Source: an optimization exercise on an open RTL-to-GDS flow (aim: small area and a short achievable clock period). Production flows keep margins and buffers that such runs may drop.
The RTL was checked by simulation tests, not by an equivalence proof against the original design.

### flow/design.v
package vliw_wb_pkg;
    localparam int WB_NUM_REQ   = 8;
    localparam int WB_NUM_PORTS = 2;
    localparam int REG_ADDR_W   = 5;
    localparam int REG_DATA_W   = 32;
    localparam int REQ_ADD0   = 0;
    localparam int REQ_ADD1   = 1;
    localparam int REQ_MUL_HI = 2;
    localparam int REQ_MUL_LO = 3;
    localparam int REQ_FADD0  = 4;
    localparam int REQ_FADD1  = 5;
    localparam int REQ_FMUL   = 6;
    localparam int REQ_LOGIC  = 7;
    typedef struct packed {
        logic [REG_ADDR_W-1:0] addr;
        logic [REG_DATA_W-1:0] data;
    } wb_entry_t;
endpackage
module wb_fifo2 #(
    parameter int W = vliw_wb_pkg::REG_ADDR_W + vliw_wb_pkg::REG_DATA_W
) (
    input  logic       clk,
    input  logic       rst_n,
    input  logic       push_i,
    input  logic [W-1:0] din_i,
    input  logic       pop_i,
    output logic [W-1:0] head_o,
    output logic [1:0] count_o
);
    logic [W-1:0] mem_q [2];
    logic [1:0] count_q;
    logic       push_ok;
    logic       pop_ok;
    assign push_ok = push_i && (count_q < 2'd2);
    assign pop_ok  = pop_i && (count_q != 2'd0);
    always_ff @(posedge clk) begin
        if (!rst_n) begin
            count_q  <= '0;
            mem_q[0] <= '0;
            mem_q[1] <= '0;
        end else begin
            case ({push_ok, pop_ok})
                2'b10: begin
                    if (count_q == 2'd0) mem_q[0] <= din_i;
                    else                 mem_q[1] <= din_i;
                    count_q <= count_q + 2'd1;
                end
                2'b01: begin
                    mem_q[0] <= mem_q[1];
                    count_q  <= count_q - 2'd1;
                end
                2'b11: begin
                    if (count_q == 2'd1) begin
                        mem_q[0] <= din_i;
                    end else begin
                        mem_q[0] <= mem_q[1];
                        mem_q[1] <= din_i;
                    end
                end
                default: ;
            endcase
        end
    end
    assign head_o  = mem_q[0];
    assign count_o = count_q;
endmodule
module vliw_wb_arbiter #(
    parameter int NUM_REQ   = vliw_wb_pkg::WB_NUM_REQ,
    parameter int NUM_PORTS = vliw_wb_pkg::WB_NUM_PORTS,
    parameter int DATA_W    = vliw_wb_pkg::REG_DATA_W,
    parameter int ADDR_W    = vliw_wb_pkg::REG_ADDR_W
) (
    input  logic                        clk,
    input  logic                        rst_n,
    input  logic [NUM_REQ-1:0]          req_valid,
    input  logic [NUM_REQ*ADDR_W-1:0]   req_addr,
    input  logic [NUM_REQ*DATA_W-1:0]   req_data,
    output logic [NUM_REQ-1:0]          req_ready,
    output logic [NUM_PORTS-1:0]        wr_en,
    output logic [NUM_PORTS*ADDR_W-1:0] wr_addr,
    output logic [NUM_PORTS*DATA_W-1:0] wr_data,
    output logic                        busy
);
    localparam int PTR_W = (NUM_REQ > 1) ? $clog2(NUM_REQ) : 1;
    localparam int ENTRY_W = ADDR_W + DATA_W;
    typedef logic [ENTRY_W-1:0] entry_t;
    entry_t               head [NUM_REQ];
    entry_t               din  [NUM_REQ];
    logic [1:0]           count [NUM_REQ];
    logic [NUM_REQ-1:0]   push;
    logic [NUM_REQ-1:0]   pop;
    logic [NUM_REQ-1:0]   nonempty;
    logic [PTR_W-1:0]     rr_ptr_q, rr_ptr_d;
    logic [NUM_PORTS-1:0] wr_en_q, wr_en_d;
    entry_t               wr_entry_d [NUM_PORTS];
    logic [ADDR_W-1:0]    wr_addr_q [NUM_PORTS];
    logic [DATA_W-1:0]    wr_data_q [NUM_PORTS];
    int                   n_gnt;
    int                   idx;
    int                   last_idx;
    logic                 clash;
    for (genvar i = 0; i < NUM_REQ; i++) begin : g_fifo
        assign din[i]       = {req_addr[i*ADDR_W +: ADDR_W],
                               req_data[i*DATA_W +: DATA_W]};
        assign req_ready[i] = rst_n && (count[i] < 2'd2);
        assign push[i]      = req_valid[i] && req_ready[i];
        assign nonempty[i]  = (count[i] != 2'd0);
        wb_fifo2 #(.W(ENTRY_W)) u_fifo (
            .clk     (clk),
            .rst_n   (rst_n),
            .push_i  (push[i]),
            .din_i   (din[i]),
            .pop_i   (pop[i]),
            .head_o  (head[i]),
            .count_o (count[i])
        );
    end
    always_comb begin
        pop      = '0;
        wr_en_d  = '0;
        n_gnt    = 0;
        idx      = 0;
        last_idx = 0;
        clash    = 1'b0;
        for (int p = 0; p < NUM_PORTS; p++) wr_entry_d[p] = '0;
        for (int k = 0; k < NUM_REQ; k++) begin
            idx = int'(rr_ptr_q) + k;
            if (idx >= NUM_REQ) idx = idx - NUM_REQ;
            for (int i = 0; i < NUM_REQ; i++) begin
                if (i == idx && nonempty[i]) begin
                    clash = 1'b0;
                    for (int p = 0; p < NUM_PORTS; p++) begin
                        if (wr_en_d[p] && wr_entry_d[p][ENTRY_W-1 -: ADDR_W] == head[i][ENTRY_W-1 -: ADDR_W]) clash = 1'b1;
                    end
                    if (!clash && n_gnt < NUM_PORTS) begin
                        for (int p = 0; p < NUM_PORTS; p++) begin
                            if (p == n_gnt) begin
                                wr_en_d[p]    = 1'b1;
                                wr_entry_d[p] = head[i];
                            end
                        end
                        pop[i]   = 1'b1;
                        last_idx = i;
                        n_gnt    = n_gnt + 1;
                    end
                end
            end
        end
        if (n_gnt == 0)                  rr_ptr_d = rr_ptr_q;
        else if (last_idx == NUM_REQ - 1) rr_ptr_d = '0;
        else                              rr_ptr_d = PTR_W'(last_idx + 1);
    end
    always_ff @(posedge clk) begin
        if (!rst_n) begin
            rr_ptr_q <= '0;
            wr_en_q  <= '0;
            for (int p = 0; p < NUM_PORTS; p++) begin
                wr_addr_q[p] <= '0;
                wr_data_q[p] <= '0;
            end
        end else begin
            rr_ptr_q <= rr_ptr_d;
            wr_en_q  <= wr_en_d;
            for (int p = 0; p < NUM_PORTS; p++) begin
                if (wr_en_d[p]) begin
                    wr_addr_q[p] <= wr_entry_d[p][ENTRY_W-1 -: ADDR_W];
                    wr_data_q[p] <= wr_entry_d[p][DATA_W-1:0];
                end
            end
        end
    end
    for (genvar p = 0; p < NUM_PORTS; p++) begin : g_port
        assign wr_addr[p*ADDR_W +: ADDR_W] = wr_addr_q[p];
        assign wr_data[p*DATA_W +: DATA_W] = wr_data_q[p];
    end
    assign wr_en = wr_en_q;
    assign busy  = (|nonempty) || (|wr_en_q);
endmodule
### flow/run.sh
#!/bin/bash
# synth_recipe.tcl (not shown) runs the flow's synth.tcl, then flattens the netlist and writes it again
# the make line also repeats each setting of config.mk as NAME=value (left out here)
make -C /OpenROAD-flow-scripts/flow DESIGN_CONFIG=/design/flow/config.mk WORK_HOME=/design/flow/orfs CLKGATE_MAP_FILE= SYNTH_SCRIPT=/design/flow/synth_recipe.tcl finish
### flow/config.mk
export PLATFORM = sky130hd
export DESIGN_NAME = vliw_wb_arbiter
export DESIGN_NICKNAME = vliw_wb_arbiter
export VERILOG_FILES = /design/flow/design.v
export SDC_FILE = /design/flow/constraint.sdc
export NUM_CORES = 4
export LEC_CHECK = 0
export CAP_MARGIN = 20
export CORE_MARGIN = 2
export CORE_UTILIZATION = 20
export PLACE_DENSITY = 0.3
export SLEW_MARGIN = 20
### flow/constraint.sdc
create_clock -name core_clock -period 100.0 [get_ports {clk}]
set_input_delay 20.0000 -clock core_clock [delete_from_list [all_inputs] [get_ports {clk}]]
set_output_delay 20.0000 -clock core_clock [all_outputs]
set_load 0.01 [all_outputs]
==> metrics.yaml <==
hold_path_class: "flop to flop"
status: "timing/DRC/antenna clean"
die_area_um2: 522900
max-cap-violations: 0
synth_edf_count: 0
setup_violations: 0
wl_per_cell_um: 38.13
core_area_um2: 516000
dr.pass1.iters: 10
relSlewSlack_pct: 5.694
via_count: 123300
grt_max_degree: 154
place_area_um2: 110400
n_fill_cell: 58640
wl_um: 824800
cp-start-kind: "flop"
met3_usage_pct: 10.99
syn_area_per_cell_um2: 6.781
drive_gt1_share_pct: 13.59
yosysUniqueCellTypes: 208
drcViolationCount: 0
ctsHoldBuffers: 0
syn_to_final_growth_pct: 10.07
dp_hpwl_um: 628400
rrSetupSlack_ps: 15770
multi_input_area_um2: 77250
fin_worst_skew_ps: 95.90
worstSetupStartpoint: "g_fifo[2].u_fifo.count_q[0]"
grt_use_total_pct: 30.00
grt_pass1_vias: 111000
clock_latency_ps: 910
async_flop_share_pct: 0
overflow: 0
drt-initial-drc-count: 18220
end_kind: "flop"
gp_congestion: 1.076
core.rowCount: 264
cts_resized: 0
antenna_found_initial: 158
tritoncts: "done"
portBuffers: 390
hp-start: "g_fifo[3].u_fifo.mem_q[1][9]"
grt_use_met1_pct: 44.26
htreeDepth: 3
regArea_um2: 13800
slowest_delay_ps: 1030
timing.rr.end: "g_fifo[7].u_fifo.mem_q[0][8]"
postCtsSetupRepairBufs: 0
drv_slew: 0
ys_ff_latch: 687
grt_pass1_wl_um: 1084000
rsz0062_at_grt: "false"
tightest_slew_ps: 1404
fin_area_um2: 113800
r2r-start: "g_fifo[2].u_fifo.count_q[0]"
pin_count: 391
dieHeight_um: 723.1
finalHoldViolations: 0
synth_ff_type: "dfxtp_1"
postRouteAntennaNets: 0
initial_core_util_pct: 20.05
clockBufferDepth: 4
fin_tns_setup_ps: 0
crit_fanout: 79
cp_data_arrival_time_ps: 85050
ys_seq_area_share_pct: 13.30
clk_pin_slew_ps: 60
synth_cells: 15250
hold_depth: 2
required_ps: 100820
die_w_um: 723.1
slowest_stage: "nor3_2"
yosys_warnings: 13
cts_buffers: 102
grt_busiest_layer: "met1"
final_cells: 21630
critical_path_class: "flop to flop"
cts_sinks: 687
min_to: "g_fifo[3].u_fifo.mem_q[1][9]"
nets: 15140
finalCritPeriodShare_pct: 84.23
vias_per_cell: 5.701
cts-root-buf: "clkbuf_16"
dp.cells: 21410
r2r_cells: 265
fmax_mhz: 11.87
syn_area_um2: 103400
use_met2_pct: 38.64
period_needed_ps: 84230
==> worst max-delay path by stage <==
| stage | to | slack, ps | cells past startpoint |
|---|---|---|---|
| floorplan | g_fifo[7].u_fifo.mem_q[0][10] | 40690 | 257 |
| global placement | g_fifo[7].u_fifo.mem_q[0][14] | 18150 | 258 |
| detailed placement | g_fifo[7].u_fifo.mem_q[0][12] | 17640 | 260 |
| CTS | g_fifo[7].u_fifo.mem_q[0][8] | 17370 | 261 |
| global route | g_fifo[7].u_fifo.mem_q[0][11] | 12180 | 265 |
| finish | g_fifo[7].u_fifo.mem_q[0][8] | 15770 | 265 |
==> cells by family (layout without fill, tap and decap cells) <==
kind of cell | count (synthesis) | in the layout | synth area share (%)
compound gates | 6134 | 6134 | 40.22
simple gates | 5101 | 5101 | 22.19
buf+inv | 2206 | 1624 | 12.87
flops | 687 | 687 | 13.30
mux | 472 | 472 | 4.977
xor+xnor | 413 | 413 | 3.559
fa+ha+maj | 238 | 238 | 2.879
other cells | 2 | 44 | 0.007261
==> critical path: cells and delay by family (launching register included) <==
family          cells  cell delay, ps
mux                22            8530
simple gates       69           23650
flops               1             360
buf+inv            44           12370
fa+ha+maj          23            5090
xor+xnor           21            6650
compound gates     86           26790
==> placed cells by master (no fill, tap or decap), types with 40 or more instances in the layout <==
cell | netlist | routed
nor4_1 | 52 | 48
a22oi_1 | 289 | 289
clkdlybuf4s50_1 | 0 | 389
nand2_1 | 2214 | 2206
a311oi_1 | 43 | 43
a211oi_1 | 1099 | 1097
buf_4 | 44 | 755
nor2_1 | 1813 | 1796
and2_2 | 64 | 64
a221oi_1 | 86 | 86
nand4_1 | 65 | 65
a211oi_2 | 52 | 54
a31oi_1 | 42 | 42
clkbuf_16 | 1 | 103
mux2i_1 | 304 | 304
dfxtp_1 | 687 | 648
nand3_1 | 200 | 199
a21oi_1 | 1474 | 1459
inv_1 | 282 | 281
o211ai_1 | 873 | 873
ha_1 | 238 | 238
nor3_1 | 166 | 162
xnor2_1 | 379 | 376
diode_2 | 0 | 41
a221o_1 | 40 | 40
o21ai_0 | 1404 | 1403
mux2_2 | 95 | 95
==> sequential cells by signal, indices dropped and copies added, names as in the netlist <==
signal	flops
wr_data_q	64
rr_ptr_q	3
wr_en_q	2
g_fifo.u_fifo.mem_q	592
wr_addr_q	10
g_fifo.u_fifo.count_q	16
==> Yosys cell counts (42+ instances only) <==
cell type  count  share of area, %
mux2i_1      304               2.9
nand2_1     2214               8.0
mux2_2        95               1.0
a211oi_2      52              0.63
nor3_1       166              0.80
dfxtp_1      687                13
nand4_1       65              0.39
buf_1        248              0.90
ha_1         238               2.9
xnor2_1      379               3.2
a22oi_1      289               2.1
nor2_1      1813               6.6
buf_6        105               1.1
buf_4         44              0.32
a311oi_1      43              0.36
a221oi_1      86              0.73
a21oi_1     1474               7.1
a31oi_1       42              0.25
o21ai_0     1404               6.8
nor4_1        52              0.31
o211ai_1     873               6.3
clkbuf_1    1080               3.9
a211oi_1    1099               8.0
and2_2        64              0.46
clkbuf_8     347               4.6
inv_1        282               1.0
nand3_1      200              0.97
==> per-stage QoR <==
stage          utilization [%]  worst slack, ps  hold WS [ps]
2_1_floorplan                -            40690         436.0
3_3_place_gp             21.40            18150         441.1
3_5_place_dp             21.40            17640         446.0
4_1_cts                  22.04            17370         453.9
5_1_grt                  22.05            12180         466.2
6_report                 22.07            15770         451.5
==> routing by layer <==
layer	up-vias	part of all wire [%]
met5	-	0.12
met3	1436	12
met4	88	4.1
met2	7743	37
li1	54070	-
met1	59980	47
==> cell type report <==
cell class / instances / area share [%]
well taps: 6916 / 7.601
flip-flops and latches: 687 / 12.12
clock buffers: 154 / 2.652
clock inverters: 25 / 0.2451
repair buffers: 1147 / 8.438
diodes: 41 / 0.09012
multi-input cells: 12360 / 67.85
inverters: 298 / 0.9968

[re-timing with driven ports]
No port has a modelled driver above. Below, the same layout with a new extraction and two added sets of constraints.
Step 1: set_driving_cell puts a clkbuf_16 on clk and a buf_2 on each other input, an assumption about the parent block.
Step 2, shift: input delay + t, output delay - t, t = (earliest + latest rising clock arrival at the registers) / 2. This alone moves slack from input paths to output paths.
Slacks: ideal / step 1 / step 2; pairs: ideal / step 1.
t, ns: 0.991
setup slack, ns: 15.769 / 15.769 / 15.769
worst hold slack (ns): 0.451 / 0.451 / 0.451
clock arrival spread, ns: 0.096 / 0.096
pins driven straight from the clock port: 1
After both steps setup and hold are still met in this run. The setup slack of this run moves by 0.000 ns with the drivers and by 0.000 ns with both steps.
